This design comes from an exercise in tuning for small area on the open sky130 flow, not from production work.
Function was checked by simulation only, so behaviour that the tests miss may differ from the original.
Power figures rest on the tool's default switching activity, not on a simulated workload.

==> wip/nickel <==
==> flow/design.v <==
package sha_pkg;
    function automatic logic [31:0] round_k(input logic [5:0] r);
        case (r)
            6'd0: round_k = 32'h428a2f98;
            6'd1: round_k = 32'h71374491;
            6'd2: round_k = 32'hb5c0fbcf;
            6'd3: round_k = 32'he9b5dba5;
            6'd4: round_k = 32'h3956c25b;
            6'd5: round_k = 32'h59f111f1;
            6'd6: round_k = 32'h923f82a4;
            6'd7: round_k = 32'hab1c5ed5;
            6'd8: round_k = 32'hd807aa98;
            6'd9: round_k = 32'h12835b01;
            6'd10: round_k = 32'h243185be;
            6'd11: round_k = 32'h550c7dc3;
            6'd12: round_k = 32'h72be5d74;
            6'd13: round_k = 32'h80deb1fe;
            6'd14: round_k = 32'h9bdc06a7;
            6'd15: round_k = 32'hc19bf174;
            6'd16: round_k = 32'he49b69c1;
            6'd17: round_k = 32'hefbe4786;
            6'd18: round_k = 32'h0fc19dc6;
            6'd19: round_k = 32'h240ca1cc;
            6'd20: round_k = 32'h2de92c6f;
            6'd21: round_k = 32'h4a7484aa;
            6'd22: round_k = 32'h5cb0a9dc;
            6'd23: round_k = 32'h76f988da;
            6'd24: round_k = 32'h983e5152;
            6'd25: round_k = 32'ha831c66d;
            6'd26: round_k = 32'hb00327c8;
            6'd27: round_k = 32'hbf597fc7;
            6'd28: round_k = 32'hc6e00bf3;
            6'd29: round_k = 32'hd5a79147;
            6'd30: round_k = 32'h06ca6351;
            6'd31: round_k = 32'h14292967;
            6'd32: round_k = 32'h27b70a85;
            6'd33: round_k = 32'h2e1b2138;
            6'd34: round_k = 32'h4d2c6dfc;
            6'd35: round_k = 32'h53380d13;
            6'd36: round_k = 32'h650a7354;
            6'd37: round_k = 32'h766a0abb;
            6'd38: round_k = 32'h81c2c92e;
            6'd39: round_k = 32'h92722c85;
            6'd40: round_k = 32'ha2bfe8a1;
            6'd41: round_k = 32'ha81a664b;
            6'd42: round_k = 32'hc24b8b70;
            6'd43: round_k = 32'hc76c51a3;
            6'd44: round_k = 32'hd192e819;
            6'd45: round_k = 32'hd6990624;
            6'd46: round_k = 32'hf40e3585;
            6'd47: round_k = 32'h106aa070;
            6'd48: round_k = 32'h19a4c116;
            6'd49: round_k = 32'h1e376c08;
            6'd50: round_k = 32'h2748774c;
            6'd51: round_k = 32'h34b0bcb5;
            6'd52: round_k = 32'h391c0cb3;
            6'd53: round_k = 32'h4ed8aa4a;
            6'd54: round_k = 32'h5b9cca4f;
            6'd55: round_k = 32'h682e6ff3;
            6'd56: round_k = 32'h748f82ee;
            6'd57: round_k = 32'h78a5636f;
            6'd58: round_k = 32'h84c87814;
            6'd59: round_k = 32'h8cc70208;
            6'd60: round_k = 32'h90befffa;
            6'd61: round_k = 32'ha4506ceb;
            6'd62: round_k = 32'hbef9a3f7;
            6'd63: round_k = 32'hc67178f2;
        endcase
    endfunction
    function automatic logic [31:0] init_h(input logic [2:0] i);
        case (i)
            3'd0: init_h = 32'h6a09e667;
            3'd1: init_h = 32'hbb67ae85;
            3'd2: init_h = 32'h3c6ef372;
            3'd3: init_h = 32'ha54ff53a;
            3'd4: init_h = 32'h510e527f;
            3'd5: init_h = 32'h9b05688c;
            3'd6: init_h = 32'h1f83d9ab;
            3'd7: init_h = 32'h5be0cd19;
        endcase
    endfunction
endpackage
module sha256_message_digest_unit (
    input  logic        clk,
    input  logic        rst_n,
    input  logic        in_valid,
    input  logic [7:0]  in_data_byte,
    input  logic        in_has_byte,
    input  logic        in_last,
    output logic        in_ready,
    output logic        out_valid,
    input  logic        out_ready,
    output logic [63:0] digest_bits_255_192,
    output logic [63:0] digest_bits_191_128,
    output logic [63:0] digest_bits_127_64,
    output logic [63:0] digest_bits_63_0
);
    localparam logic [2:0] S_COLLECT = 3'd0;
    localparam logic [2:0] S_PAD     = 3'd1;
    localparam logic [2:0] S_ROUND   = 3'd2;
    localparam logic [2:0] S_FOLD    = 3'd3;
    localparam logic [2:0] S_EMIT    = 3'd4;
    logic [2:0] state;
    logic [8:0] ph;          
    logic [1:0] rr;          
    logic [5:0] bpos;        
    logic       armed;       
    logic       absorbed;    
    logic       closing;     
    logic       second;      
    logic       ipend;       
    logic       irun;        
    logic [511:0] w;
    logic [255:0] v;
    logic [255:0] h;
    logic [63:0]  c;
    logic         ccar;
    logic [6:0]   cv;        
    logic [2:0]   cw;        
    logic [4:0] bi;
    logic [5:0] slot;
    logic [2:0] nb;
    logic [1:0] lane;
    assign bi   = ph[4:0];
    assign slot = ph[8:3];
    assign nb   = ph[2:0];
    assign lane = ph[4:3];
    logic collect, round, fold, emit, cz;
    assign collect = (state == S_COLLECT);
    assign round   = (state == S_ROUND);
    assign fold    = (state == S_FOLD);
    assign emit    = (state == S_EMIT);
    assign cz      = (bi != 5'd0);
    logic byte_cond, byte_go, byte_done, close_req, pad_entry, entry_final, noop_take;
    logic [5:0] pad_slot;
    assign byte_cond   = collect && in_valid && in_has_byte && !absorbed && !second && (slot == bpos);
    assign byte_go     = byte_cond && ((nb == 3'd0) || armed);
    assign byte_done   = byte_go && (nb == 3'd7);
    assign close_req   = in_valid && in_last && (absorbed || !in_has_byte);
    assign pad_slot    = second ? 6'd0 : bpos;
    assign pad_entry   = collect && close_req && (slot == pad_slot) && (nb == 3'd0);
    assign entry_final = second || (bpos < 6'd56);
    assign noop_take   = collect && in_valid && !in_has_byte && !in_last;
    assign in_ready    = noop_take || (byte_done && !in_last) || (pad_entry && entry_final);
    assign out_valid   = emit;
    logic pad_now, ins_en, ins_bit, pad_bit, len_bit, tapc;
    always_comb
    begin
        unique case (lane)
            2'd0: tapc = c[56];
            2'd1: tapc = c[40];
            2'd2: tapc = c[24];
            default: tapc = c[8];
        endcase
        if (slot == 6'd63)
            len_bit = (nb >= 3'd3) ? bpos[3'(nb - 3'd3)] : 1'b0;
        else if (slot == 6'd62 && nb == 3'd0)
            len_bit = bpos[5];
        else
            len_bit = tapc;
        if (!second && slot == bpos)
            pad_bit = (nb == 3'd7);
        else if (entry_final && slot >= 6'd56)
            pad_bit = len_bit;
        else
            pad_bit = 1'b0;
    end
    assign pad_now = (state == S_PAD) || pad_entry;
    assign ins_en  = byte_go || pad_now;
    assign ins_bit = pad_now ? pad_bit : in_data_byte[nb];
    logic s0w, s1w, sw1, sw2, wnew;
    logic [2:0] cwn;
    assign s0w = (bi < 5'd25 ? w[472] : w[504]) ^ (bi < 5'd14 ? w[461] : w[493])
               ^ (bi < 5'd29 && w[476]);
    assign s1w = (bi < 5'd15 ? w[46] : w[78]) ^ (bi < 5'd13 ? w[44] : w[76])
               ^ (bi < 5'd22 && w[53]);
    assign {cwn[0], sw1}  = w[511] + s0w + (cz && cw[0]);
    assign {cwn[1], sw2}  = sw1 + w[223] + (cz && cw[1]);
    assign {cwn[2], wnew} = sw2 + s1w + (cz && cw[2]);
    logic bs0, bs1, ch, mj, kb, x1, x2, x3, t1, t2, anew, enew;
    logic [6:0] cvn;
    logic [31:0] kw;
    assign kw  = sha_pkg::round_k({rr, ph[8:5]});
    assign kb  = kw[bi];
    assign bs0 = (bi < 5'd30 ? v[29] : v[61]) ^ (bi < 5'd19 ? v[18] : v[50])
               ^ (bi < 5'd10 ? v[9] : v[41]);
    assign bs1 = (bi < 5'd26 ? v[153] : v[185]) ^ (bi < 5'd21 ? v[148] : v[180])
               ^ (bi < 5'd7 ? v[134] : v[166]);
    assign ch  = (v[159] & v[191]) ^ (~v[159] & v[223]);
    assign mj  = (v[31] & v[63]) | (v[31] & v[95]) | (v[63] & v[95]);
    assign {cvn[0], x1}   = v[255] + (fold ? h[255] : bs1) + (cz && cv[0]);
    assign {cvn[1], x2}   = x1 + ch + (cz && cv[1]);
    assign {cvn[2], x3}   = x2 + kb + (cz && cv[2]);
    assign {cvn[3], t1}   = x3 + w[511] + (cz && cv[3]);
    assign {cvn[4], t2}   = bs0 + mj + (cz && cv[4]);
    assign {cvn[5], anew} = t1 + t2 + (cz && cv[5]);
    assign {cvn[6], enew} = v[127] + t1 + (cz && cv[6]);
    logic hin, iv;
    logic [31:0] ivw;
    assign ivw = sha_pkg::init_h(~ph[7:5]);
    assign iv  = ivw[bi];
    assign hin = irun ? iv : (fold ? x1 : h[255]);
    logic inc_win, cin;
    assign inc_win = round && (rr == 2'd0) && (ph[8:6] == 3'd0) && !closing;
    assign cin     = inc_win && ((ph[5:0] == 6'd9) || ((ph[5:0] > 6'd9) && ccar));
    always_ff @(posedge clk)
    begin
        w <= {w[510:0], round ? wnew : w[511]};
        if (ins_en && lane == 2'd0) w[488] <= ins_bit;
        if (ins_en && lane == 2'd1) w[504] <= ins_bit;
        if (ins_en && lane == 2'd2) w[8]   <= ins_bit;
        if (ins_en && lane == 2'd3) w[24]  <= ins_bit;
        cw <= cwn;
        v <= {v[254:0], round ? anew : hin};
        if (round) v[128] <= enew;
        cv <= cvn;
        if (!emit)
            h <= {h[254:0], hin};
        c    <= {(irun ? 1'b0 : c[0] ^ cin), c[63:1]};
        ccar <= c[0] && cin;
    end
    always_ff @(posedge clk or negedge rst_n)
    begin
        if (!rst_n)
        begin
            state     <= S_COLLECT;
            ph        <= '0;
            rr        <= '0;
            bpos      <= '0;
            armed     <= 1'b0;
            absorbed  <= 1'b0;
            closing   <= 1'b0;
            second    <= 1'b0;
            ipend     <= 1'b1;
            irun      <= 1'b0;
        end
        else
        begin
            ph    <= ph + 1'b1;
            armed <= byte_go;
            if (ph[7:0] == 8'hff)
            begin
                irun  <= ipend;
                ipend <= 1'b0;
            end
            unique case (state)
                S_COLLECT:
                begin
                    if (byte_done)
                    begin
                        bpos <= bpos + 1'b1;
                        if (in_last)
                            absorbed <= 1'b1;
                        if (bpos == 6'd63)
                            state <= S_ROUND;
                    end
                    else if (pad_entry)
                    begin
                        state     <= S_PAD;
                        closing   <= 1'b1;
                        if (entry_final)
                            absorbed <= 1'b0;
                    end
                end
                S_PAD:
                begin
                    if (ph == 9'd511)
                        state <= S_ROUND;
                end
                S_ROUND:
                begin
                    if (ph == 9'd511)
                    begin
                        rr <= rr + 1'b1;
                        if (rr == 2'd3)
                            state <= S_FOLD;
                    end
                end
                S_FOLD:
                begin
                    if (ph[7:0] == 8'hff)
                    begin
                        if (!closing)
                            state <= S_COLLECT;
                        else if (entry_final)
                            state <= S_EMIT;
                        else
                        begin
                            state  <= S_COLLECT;
                            second <= 1'b1;
                        end
                    end
                end
                S_EMIT:
                begin
                    if (out_ready)
                    begin
                        state     <= S_COLLECT;
                        ipend     <= 1'b1;
                        bpos      <= '0;
                        closing   <= 1'b0;
                        second    <= 1'b0;
                    end
                end
                default: state <= S_COLLECT;
            endcase
        end
    end
    always_comb
    begin
        for (int x = 0; x < 64; x++)
        begin
            digest_bits_255_192[x] = h[63 - x];
            digest_bits_191_128[x] = h[127 - x];
            digest_bits_127_64[x]  = h[191 - x];
            digest_bits_63_0[x]    = h[255 - x];
        end
    end
endmodule
==> flow/flow/run.sh <==
#!/bin/bash
# The standard layout (standard.sh) with three changes:
#  - synthesis maps logic with a stronger ABC area script (flow/own_synth.tcl, flow/abc_area_strong.script)
#  - the clock tree uses clkbuf_4 leaf clusters and no dummy loads
#  - the port buffers are buf_1
# make's full output goes to make_finish.log; ORFS keeps each step's log under orfs/logs
set -euo pipefail
here=$(pwd)
export FLOW_SYNTH_TCL="$here/synth_recipe.tcl"
export OWN_ABC_SCRIPT="$here/flow/abc_area_strong.script"
bash standard.sh finish \
  "SYNTH_SCRIPT=$here/flow/own_synth.tcl" \
  "FLOW_SYNTH_TCL=$FLOW_SYNTH_TCL" \
  "OWN_ABC_SCRIPT=$OWN_ABC_SCRIPT" \
  'CTS_ARGS=-sink_clustering_enable -repair_clock_nets -dont_use_dummy_load -buf_list sky130_fd_sc_hd__clkbuf_4 -sink_clustering_size 12 -sink_clustering_max_diameter 35' \
  'BUFFER_PORTS_ARGS=-buffer_cell sky130_fd_sc_hd__buf_1' > make_finish.log 2>&1
==> flow/flow/abc_area_strong.script <==
strash
&get -n
&dch -f
&nf -R 1000 -a
&put
mfs2
strash
&get -n
&dch -f
&nf -R 1000 -a
&put
mfs2
strash
&get -n
&dch -f
&nf -R 1000 -a
&put
==> flow/flow/own_synth.tcl <==
# The standard synthesis (synth_recipe.tcl), with ABC's mapping script replaced by a
# stronger area script; registers are mapped before ABC runs, so they are the standard ones
proc abc {args} {
  set i [lsearch -exact $args -script]
  if { $i >= 0 } {
    set args [lreplace $args [expr { $i + 1 }] [expr { $i + 1 }] $::env(OWN_ABC_SCRIPT)]
  }
  puts "own synthesis: abc $args"
  yosys abc {*}$args
}
source $::env(FLOW_SYNTH_TCL)
==> flow/standard.sh <==
#!/bin/bash
# synth_recipe.tcl (not shown) runs the flow's synth.tcl, then flattens the netlist and writes it again
# the make line also repeats each setting of config.mk as NAME=value (left out here)
make -C /OpenROAD-flow-scripts/flow DESIGN_CONFIG=/design/flow/config.mk WORK_HOME=/design/flow/orfs CLKGATE_MAP_FILE= SYNTH_SCRIPT=/design/flow/synth_recipe.tcl "${@:-finish}"
==> flow/config.mk <==
export PLATFORM = sky130hd
export DESIGN_NAME = sha256_message_digest_unit
export DESIGN_NICKNAME = sha256_message_digest_unit
export VERILOG_FILES = /design/flow/design.v
export SDC_FILE = /design/flow/constraint.sdc
export NUM_CORES = 4
export LEC_CHECK = 0
export ABC_AREA = 1
export CAP_MARGIN = 20
export CORE_MARGIN = 2
export CORE_UTILIZATION = 60
export SLEW_MARGIN = 20
==> flow/constraint.sdc <==
create_clock -name core_clock -period 20.0 [get_ports {clk}]
set_input_delay 4.0000 -clock core_clock [delete_from_list [all_inputs] [get_ports {clk}]]
set_output_delay 4.0000 -clock core_clock [all_outputs]
set_load 0.01 [all_outputs]
==> wip/willow: changes against wip/nickel <==
==> flow/design.v, changed modules only <==
module sha256_message_digest_unit (
    input  logic        clk,
    input  logic        rst_n,
    input  logic        in_valid,
    input  logic [7:0]  in_data_byte,
    input  logic        in_has_byte,
    input  logic        in_last,
    output logic        in_ready,
    output logic        out_valid,
    input  logic        out_ready,
    output logic [63:0] digest_bits_255_192,
    output logic [63:0] digest_bits_191_128,
    output logic [63:0] digest_bits_127_64,
    output logic [63:0] digest_bits_63_0
);
    localparam logic [2:0] S_COLLECT = 3'd0;
    localparam logic [2:0] S_PAD     = 3'd1;
    localparam logic [2:0] S_ROUND   = 3'd2;
    localparam logic [2:0] S_FOLD    = 3'd3;
    localparam logic [2:0] S_EMIT    = 3'd4;
    logic [2:0] state;
    logic [8:0] ph;          
    logic [1:0] rr;          
    logic [5:0] bpos;        
    logic       armed;       
    logic       absorbed;    
    logic       closing;     
    logic       second;      
    logic       final_blk;   
    logic       padblk;      
    logic       ipend;       
    logic       irun;        
    logic [511:0] w;
    logic [255:0] v;
    logic [255:0] h;
    logic [63:0]  c;
    logic         ccar;
    logic [6:0]   cv;        
    logic [2:0]   cw;        
    logic         cf;        
    logic [4:0] bi;
    logic [5:0] slot;
    logic [2:0] nb;
    logic [1:0] lane;
    assign bi   = ph[4:0];
    assign slot = ph[8:3];
    assign nb   = ph[2:0];
    assign lane = ph[4:3];
    logic collect, round, fold, emit, cz;
    assign collect = (state == S_COLLECT);
    assign round   = (state == S_ROUND);
    assign fold    = (state == S_FOLD);
    assign emit    = (state == S_EMIT);
    assign cz      = (bi != 5'd0);
    logic byte_cond, byte_go, byte_done, close_req, pad_entry, entry_final, noop_take;
    logic [5:0] pad_slot;
    assign byte_cond   = collect && in_valid && in_has_byte && !absorbed && !second && (slot == bpos);
    assign byte_go     = byte_cond && ((nb == 3'd0) || armed);
    assign byte_done   = byte_go && (nb == 3'd7);
    assign close_req   = in_valid && in_last && (absorbed || !in_has_byte);
    assign pad_slot    = second ? 6'd0 : bpos;
    assign pad_entry   = collect && close_req && (slot == pad_slot) && (nb == 3'd0);
    assign entry_final = second || (bpos < 6'd56);
    assign noop_take   = collect && in_valid && !in_has_byte && !in_last;
    assign in_ready    = noop_take || (byte_done && !in_last) || (pad_entry && entry_final);
    assign out_valid   = emit;
    logic pad_now, ins_en, ins_bit, pad_bit, len_bit, tapc;
    always_comb
    begin
        unique case (lane)
            2'd0: tapc = c[56];
            2'd1: tapc = c[40];
            2'd2: tapc = c[24];
            default: tapc = c[8];
        endcase
        if (slot == 6'd63)
            len_bit = (nb >= 3'd3) ? bpos[3'(nb - 3'd3)] : 1'b0;
        else if (slot == 6'd62 && nb == 3'd0)
            len_bit = bpos[5];
        else
            len_bit = tapc;
        if (!second && slot == bpos)
            pad_bit = (nb == 3'd7);
        else if (final_blk && slot >= 6'd56)
            pad_bit = len_bit;
        else
            pad_bit = 1'b0;
    end
    assign pad_now = (state == S_PAD) || pad_entry;
    assign ins_en  = byte_go || pad_now;
    assign ins_bit = pad_now ? pad_bit : in_data_byte[nb];
    logic s0w, s1w, sw1, sw2, wnew;
    logic [2:0] cwn;
    assign s0w = (bi < 5'd25 ? w[472] : w[504]) ^ (bi < 5'd14 ? w[461] : w[493])
               ^ (bi < 5'd29 && w[476]);
    assign s1w = (bi < 5'd15 ? w[46] : w[78]) ^ (bi < 5'd13 ? w[44] : w[76])
               ^ (bi < 5'd22 && w[53]);
    assign {cwn[0], sw1}  = w[511] + s0w + (cz && cw[0]);
    assign {cwn[1], sw2}  = sw1 + w[223] + (cz && cw[1]);
    assign {cwn[2], wnew} = sw2 + s1w + (cz && cw[2]);
    logic bs0, bs1, ch, mj, kb, x1, x2, x3, t1, t2, anew, enew;
    logic [6:0] cvn;
    logic [31:0] kw;
    assign kw  = sha_pkg::round_k({rr, ph[8:5]});
    assign kb  = kw[bi];
    assign bs0 = (bi < 5'd30 ? v[29] : v[61]) ^ (bi < 5'd19 ? v[18] : v[50])
               ^ (bi < 5'd10 ? v[9] : v[41]);
    assign bs1 = (bi < 5'd26 ? v[153] : v[185]) ^ (bi < 5'd21 ? v[148] : v[180])
               ^ (bi < 5'd7 ? v[134] : v[166]);
    assign ch  = (v[159] & v[191]) ^ (~v[159] & v[223]);
    assign mj  = (v[31] & v[63]) | (v[31] & v[95]) | (v[63] & v[95]);
    assign {cvn[0], x1}   = v[255] + bs1 + (cz && cv[0]);
    assign {cvn[1], x2}   = x1 + ch + (cz && cv[1]);
    assign {cvn[2], x3}   = x2 + kb + (cz && cv[2]);
    assign {cvn[3], t1}   = x3 + w[511] + (cz && cv[3]);
    assign {cvn[4], t2}   = bs0 + mj + (cz && cv[4]);
    assign {cvn[5], anew} = t1 + t2 + (cz && cv[5]);
    assign {cvn[6], enew} = v[127] + t1 + (cz && cv[6]);
    logic fsum, cfn, hin, iv;
    logic [31:0] ivw;
    assign ivw = sha_pkg::init_h(3'd7 - ph[7:5]);
    assign iv  = ivw[bi];
    assign {cfn, fsum} = h[255] + v[255] + (cz && cf);
    assign hin = irun ? iv : (fold ? fsum : h[255]);
    logic inc_win, cin;
    assign inc_win = round && (rr == 2'd0) && (ph[8:6] == 3'd0) && !padblk;
    assign cin     = inc_win && ((ph[5:0] == 6'd9) || ((ph[5:0] > 6'd9) && ccar));
    always_ff @(posedge clk)
    begin
        w <= {w[510:0], round ? wnew : w[511]};
        if (ins_en && lane == 2'd0) w[488] <= ins_bit;
        if (ins_en && lane == 2'd1) w[504] <= ins_bit;
        if (ins_en && lane == 2'd2) w[8]   <= ins_bit;
        if (ins_en && lane == 2'd3) w[24]  <= ins_bit;
        cw <= cwn;
        v <= {v[254:0], round ? anew : hin};
        if (round) v[128] <= enew;
        cv <= cvn;
        if (!emit)
            h <= {h[254:0], hin};
        cf <= cfn;
        c    <= {(irun ? 1'b0 : c[0] ^ cin), c[63:1]};
        ccar <= c[0] && cin;
    end
    always_ff @(posedge clk or negedge rst_n)
    begin
        if (!rst_n)
        begin
            state     <= S_COLLECT;
            ph        <= '0;
            rr        <= '0;
            bpos      <= '0;
            armed     <= 1'b0;
            absorbed  <= 1'b0;
            closing   <= 1'b0;
            second    <= 1'b0;
            final_blk <= 1'b0;
            padblk    <= 1'b0;
            ipend     <= 1'b1;
            irun      <= 1'b0;
        end
        else
        begin
            ph    <= ph + 1'b1;
            armed <= byte_go;
            if (ph[7:0] == 8'hff)
            begin
                irun  <= ipend;
                ipend <= 1'b0;
            end
            unique case (state)
                S_COLLECT:
                begin
                    if (byte_done)
                    begin
                        bpos <= bpos + 1'b1;
                        if (in_last)
                            absorbed <= 1'b1;
                        if (bpos == 6'd63)
                        begin
                            state  <= S_ROUND;
                            padblk <= 1'b0;
                        end
                    end
                    else if (pad_entry)
                    begin
                        state     <= S_PAD;
                        closing   <= 1'b1;
                        final_blk <= entry_final;
                        if (entry_final)
                            absorbed <= 1'b0;
                    end
                end
                S_PAD:
                begin
                    if (ph == 9'd511)
                    begin
                        state  <= S_ROUND;
                        padblk <= 1'b1;
                    end
                end
                S_ROUND:
                begin
                    if (ph == 9'd511)
                    begin
                        rr <= rr + 1'b1;
                        if (rr == 2'd3)
                            state <= S_FOLD;
                    end
                end
                S_FOLD:
                begin
                    if (ph[7:0] == 8'hff)
                    begin
                        if (!closing)
                            state <= S_COLLECT;
                        else if (final_blk)
                            state <= S_EMIT;
                        else
                        begin
                            state  <= S_COLLECT;
                            second <= 1'b1;
                        end
                    end
                end
                S_EMIT:
                begin
                    if (out_ready)
                    begin
                        state     <= S_COLLECT;
                        ipend     <= 1'b1;
                        bpos      <= '0;
                        closing   <= 1'b0;
                        second    <= 1'b0;
                        final_blk <= 1'b0;
                    end
                end
                default: state <= S_COLLECT;
            endcase
        end
    end
    always_comb
    begin
        for (int x = 0; x < 64; x++)
        begin
            digest_bits_255_192[x] = h[63 - x];
            digest_bits_191_128[x] = h[127 - x];
            digest_bits_127_64[x]  = h[191 - x];
            digest_bits_63_0[x]    = h[255 - x];
        end
    end
endmodule
==> flow/flow/run.sh (replaced) <==
#!/bin/bash
# The standard layout, with the clock tree built without dummy loads and smaller port buffers
set -euo pipefail
bash standard.sh finish \
  'CTS_ARGS=-sink_clustering_enable -repair_clock_nets -dont_use_dummy_load -buf_list sky130_fd_sc_hd__clkbuf_8 -sink_clustering_size 16 -sink_clustering_max_diameter 60' \
  'BUFFER_PORTS_ARGS=-buffer_cell sky130_fd_sc_hd__buf_1' > make_finish.log 2>&1
--- a/flow/config.mk
+++ b/flow/config.mk
@@ -8,5 +8,5 @@
 export ABC_AREA = 1
 export CAP_MARGIN = 20
 export CORE_MARGIN = 2
-export CORE_UTILIZATION = 60
+export CORE_UTILIZATION = 70
 export SLEW_MARGIN = 20
removed: flow/flow/abc_area_strong.script
removed: flow/flow/own_synth.tcl
==> summary of the runs <==
Against wip/willow, the non-clock buffer count of wip/nickel is higher by 13.
In wip/nickel the clock skew is higher than in wip/willow, by 42 ps.
Of wip/willow and wip/nickel, wip/willow has the higher utilization (gap 11 points).
Register-to-register slack: wip/willow is higher than wip/nickel (330 ps).
Routed wire length: wip/nickel is lower than wip/willow (14%).
==> figures <==
item	wip/nickel	wip/willow
Wire length of the first global-routing pass	95800 microns	109000 microns
Slowest cell on the critical path	sky130_fd_sc_hd__nor4_1	sky130_fd_sc_hd__a21o_1
Result of the run	finished clean	finished clean
Detailed-routing wirelength on met1	28600 microns	28600 microns
Final Power	4.41 mW	3.59 mW
Switching power total	1.16 mW	770 uW
Worst clock skew	124 ps	81.9 ps
Top cell type's share of synthesized area	57.2%	55.2%
Post-synthesis compound-gate area fraction	6.71%	2.21%
Cell count of the worst reg-to-reg path	17	21
Std-Cell Rows	81	76
Initial core utilization	60.5%	70.9%

-- port drivers added, routing unchanged --
Ports are ideal in the flow. The routed layouts listed here were re-timed in OpenROAD. Step 1 (the two cells are an assumption about what drives the block):
set clk [get_ports {clk}]
set_driving_cell -lib_cell sky130_fd_sc_hd__clkbuf_16 $clk
set_driving_cell -lib_cell sky130_fd_sc_hd__buf_2 [delete_from_list [all_inputs] $clk]
Step 2 also shifts input and output timing later by t, the mid clock arrival at the registers, as if the neighbouring blocks saw the same clock. a / b / c = no drivers / after step 1 / after step 2; a / b = the first two.
| run | t (ns) | slack for setup (ns) | latest minus earliest clock arrival (ns) | worst register clock-pin slew, ns | cell pins on the clock port's net |
|---|---|---|---|---|---|
| wip/nickel | 0.879 | 10.302 / 10.250 / 10.250 | 0.139 / 0.139 | 0.12 / 0.12 | 1 |
| wip/willow | 0.723 | 10.795 / 10.769 / 10.769 | 0.095 / 0.095 | 0.11 / 0.11 | 1 |
After both steps setup and hold are still met in every run listed. For wip/nickel, which loses most, drivers alone change the setup slack by -0.052 ns; drivers and shift together by -0.052 ns.
